From an optimization exercise on the open Yosys and OpenROAD flow, aimed at small area; shortcuts taken in it are not production practice.
Function was checked by simulation only, so behaviour that the tests miss may differ from the original.

== red ==
Design aes_inv_round, start of the top module:
module aes_inv_round
(
    input  logic            clk,
    input  logic            rst,
    input  logic            in_valid,
    input  aes_pkg::block_t cipher_block,
    input  aes_pkg::block_t round_key,
    output logic            out_valid,
    output aes_pkg::block_t plain_block
);
Size in the first run: about 2800 cells after synthesis, ~260 flip-flops, about 390 I/O pins, about 25000 um^2 of cells after synthesis.
clock: 5.0 ns
lec_check: 0
cap_margin: 20
core_margin: 2
core_utilization: 50
cts_cluster_diameter: 110
cts_cluster_size: 26
gpl_timing_driven: 0
slew_margin: 20
standard.sh (not shown) runs the stock make flow with config.mk's settings and CLKGATE_MAP_FILE= SYNTH_SCRIPT=/design/flow/synth_recipe.tcl, a recipe that flattens the netlist after the stock synthesis.
==> flow/flow/run.sh <==
#!/bin/bash
# Own layout flow: the standard layout (standard.sh), except that
#  - Yosys's ABC step uses the area-oriented mapping script in flow/custom.abc
#    (registers, their names and the rest of the synthesis are as in the standard flow);
#  - the port buffers placed on every input and output are the smallest buffer cell;
#  - no extra buffers on nets that only join an internal wire to an output port
#    (SYNTH_INSBUF=0): the port buffer already separates them;
#  - no half/full adder extraction before ABC (ADDER_MAP_FILE empty), so ABC maps
#    the XOR logic itself.
set -euo pipefail
W=$(pwd)
FLOWDIR=$W/flow
# Synthesis script: ORFS's synth.tcl with only the ABC script swapped
sed "s#log_cmd abc {\*}\$abc_args#log_cmd abc {*}[lreplace \$abc_args 1 1 $FLOWDIR/custom.abc]#" \
    "$FLOW_HOME/scripts/synth.tcl" > "$W/own_synth_core.tcl"
grep -q "custom.abc" "$W/own_synth_core.tcl"
sed "s#source \$::env(SCRIPTS_DIR)/synth.tcl#source $W/own_synth_core.tcl#" \
    "$W/synth_recipe.tcl" > "$W/own_synth.tcl"
grep -q "own_synth_core.tcl" "$W/own_synth.tcl"
sed -e "s#SYNTH_SCRIPT=[^ ]*synth_recipe.tcl#SYNTH_SCRIPT=$W/own_synth.tcl#" \
    -e "s#^make #make 'BUFFER_PORTS_ARGS=-buffer_cell sky130_fd_sc_hd__buf_1' SYNTH_INSBUF=0 ADDER_MAP_FILE= #" \
    "$W/standard.sh" > "$W/own_standard.sh"
grep -q "own_synth.tcl" "$W/own_standard.sh"
grep -q "BUFFER_PORTS_ARGS" "$W/own_standard.sh"
bash "$W/own_standard.sh" finish > "$W/flow_make.log" 2>&1
==> flow/flow/custom.abc <==
strash; &get -n; &dch -f; &nf -R 1000 -F 6 -A 4 -C 32; &put
[inputs] blue vs red
- CTS_CLUSTER_DIAMETER: 110 -> 100
- CTS_CLUSTER_SIZE: 26 -> 20
- CORE_UTILIZATION: 50 -> 55
--- a/flow/flow/run.sh
+++ b/flow/flow/run.sh
@@ -5,7 +5,5 @@
 #  - the port buffers placed on every input and output are the smallest buffer cell;
 #  - no extra buffers on nets that only join an internal wire to an output port
-#    (SYNTH_INSBUF=0): the port buffer already separates them;
-#  - no half/full adder extraction before ABC (ADDER_MAP_FILE empty), so ABC maps
-#    the XOR logic itself.
+#    (SYNTH_INSBUF=0): the port buffer already separates them.
 set -euo pipefail
 W=$(pwd)
@@ -19,5 +17,5 @@
 grep -q "own_synth_core.tcl" "$W/own_synth.tcl"
 sed -e "s#SYNTH_SCRIPT=[^ ]*synth_recipe.tcl#SYNTH_SCRIPT=$W/own_synth.tcl#" \
-    -e "s#^make #make 'BUFFER_PORTS_ARGS=-buffer_cell sky130_fd_sc_hd__buf_1' SYNTH_INSBUF=0 ADDER_MAP_FILE= #" \
+    -e "s#^make #make 'BUFFER_PORTS_ARGS=-buffer_cell sky130_fd_sc_hd__buf_1' SYNTH_INSBUF=0 #" \
     "$W/standard.sh" > "$W/own_standard.sh"
 grep -q "own_synth.tcl" "$W/own_standard.sh"
==> flow/flow/custom.abc <==
strash; &get -n; &dch -f; &nf -R 1000; &put
Notes after the runs:
From red to blue the numbers moved as follows: post-layout utilization of the core increased by 6.2 points relative to the old numbers, setup slack dropped 0.078 ns, wire length reported by the detailed router shows an increase of about 0.6%, die area moved down, layout buffer count excluding clock buffers held steady.

## oak
Starting RTL as in the previous note.
## aes_inv_round
module aes_inv_round
(
    input  logic            clk,
    input  logic            rst,
    input  logic            in_valid,
    input  aes_pkg::block_t cipher_block,
    input  aes_pkg::block_t round_key,
    output logic            out_valid,
    output aes_pkg::block_t plain_block
);
clock: 5.0 ns
lec_check: 0
cap_margin: 20
core_margin: 2
core_utilization: 55
cts_cluster_diameter: 110
cts_cluster_size: 26
gpl_timing_driven: 0
slew_margin: 20
==> flow/flow/run.sh <==
#!/bin/bash
# Own layout flow: the standard layout (standard.sh), except that
#  - Yosys's ABC step uses the area-oriented mapping script in flow/custom.abc
#    (registers, their names and the rest of the synthesis are as in the standard flow);
#  - the port buffers placed on every input and output are the smallest buffer cell;
#  - no extra buffers on nets that only join an internal wire to an output port
#    (SYNTH_INSBUF=0): the port buffer already separates them;
#  - no half/full adder extraction before ABC (ADDER_MAP_FILE empty), so ABC maps
#    the XOR logic itself.
set -euo pipefail
W=$(pwd)
FLOWDIR=$W/flow
# Synthesis script: ORFS's synth.tcl with only the ABC script swapped
sed "s#log_cmd abc {\*}\$abc_args#log_cmd abc {*}[lreplace \$abc_args 1 1 $FLOWDIR/custom.abc]#" \
    "$FLOW_HOME/scripts/synth.tcl" > "$W/own_synth_core.tcl"
grep -q "custom.abc" "$W/own_synth_core.tcl"
sed "s#source \$::env(SCRIPTS_DIR)/synth.tcl#source $W/own_synth_core.tcl#" \
    "$W/synth_recipe.tcl" > "$W/own_synth.tcl"
grep -q "own_synth_core.tcl" "$W/own_synth.tcl"
sed -e "s#SYNTH_SCRIPT=[^ ]*synth_recipe.tcl#SYNTH_SCRIPT=$W/own_synth.tcl#" \
    -e "s#^make #make 'BUFFER_PORTS_ARGS=-buffer_cell sky130_fd_sc_hd__buf_1' SYNTH_INSBUF=0 ADDER_MAP_FILE= #" \
    "$W/standard.sh" > "$W/own_standard.sh"
grep -q "own_synth.tcl" "$W/own_standard.sh"
grep -q "BUFFER_PORTS_ARGS" "$W/own_standard.sh"
bash "$W/own_standard.sh" finish > "$W/flow_make.log" 2>&1
==> flow/flow/custom.abc <==
strash; &get -n; &dch -f; &nf -R 1000 -F 6 -A 4 -C 32; &put
The inputs of pine differ from those of oak as listed below.
- CORE_UTILIZATION now 60, was 55
==> comparison <==
[compare] base=oak new=pine: core box area decreased about 9%, utilization up 6.1 points.
Diff oak -> pine: setup slack has increased, sum of met2 wire segment lengths after detailed routing went down.
pine vs. oak: cell count after placement decreased by 68 relative to the old numbers, critical path required time saw little to no change, count of clock-buffer cells in the layout went down by 1.
Taking oak as the reference, in pine overall routing resource usage now larger; worst hold margin moved down; final non-filler cell total lower.

==> re-timing with driven ports <==
How much do the figures lean on ideal ports? The routed layouts below were timed once more, with nothing changed but the port constraints.
Step 1 (the two cells are an assumption about what drives the block):
set clk [get_ports {clk}]
set_driving_cell -lib_cell sky130_fd_sc_hd__clkbuf_16 $clk
set_driving_cell -lib_cell sky130_fd_sc_hd__buf_2 [delete_from_list [all_inputs] $clk]
Step 2 moves the port delays by t, midway between the first and last clock arrival at a register: inputs arrive t later, outputs are due t later. That takes back most of the time a late clock gives input paths.
a / b / c = no drivers / after step 1 / after step 2; a / b = the first two.
run	t (ns)	setup WS [ns]	worst data-port slew with drivers (ns)
red	0.561	0.443 / 0.443 / 0.443	0.05
blue	0.568	0.365 / 0.365 / 0.365	0.05
oak	0.561	0.465 / 0.465 / 0.465	0.04
pine	0.550	0.534 / 0.534 / 0.534	0.04
After both steps setup and hold are still met in every run listed.
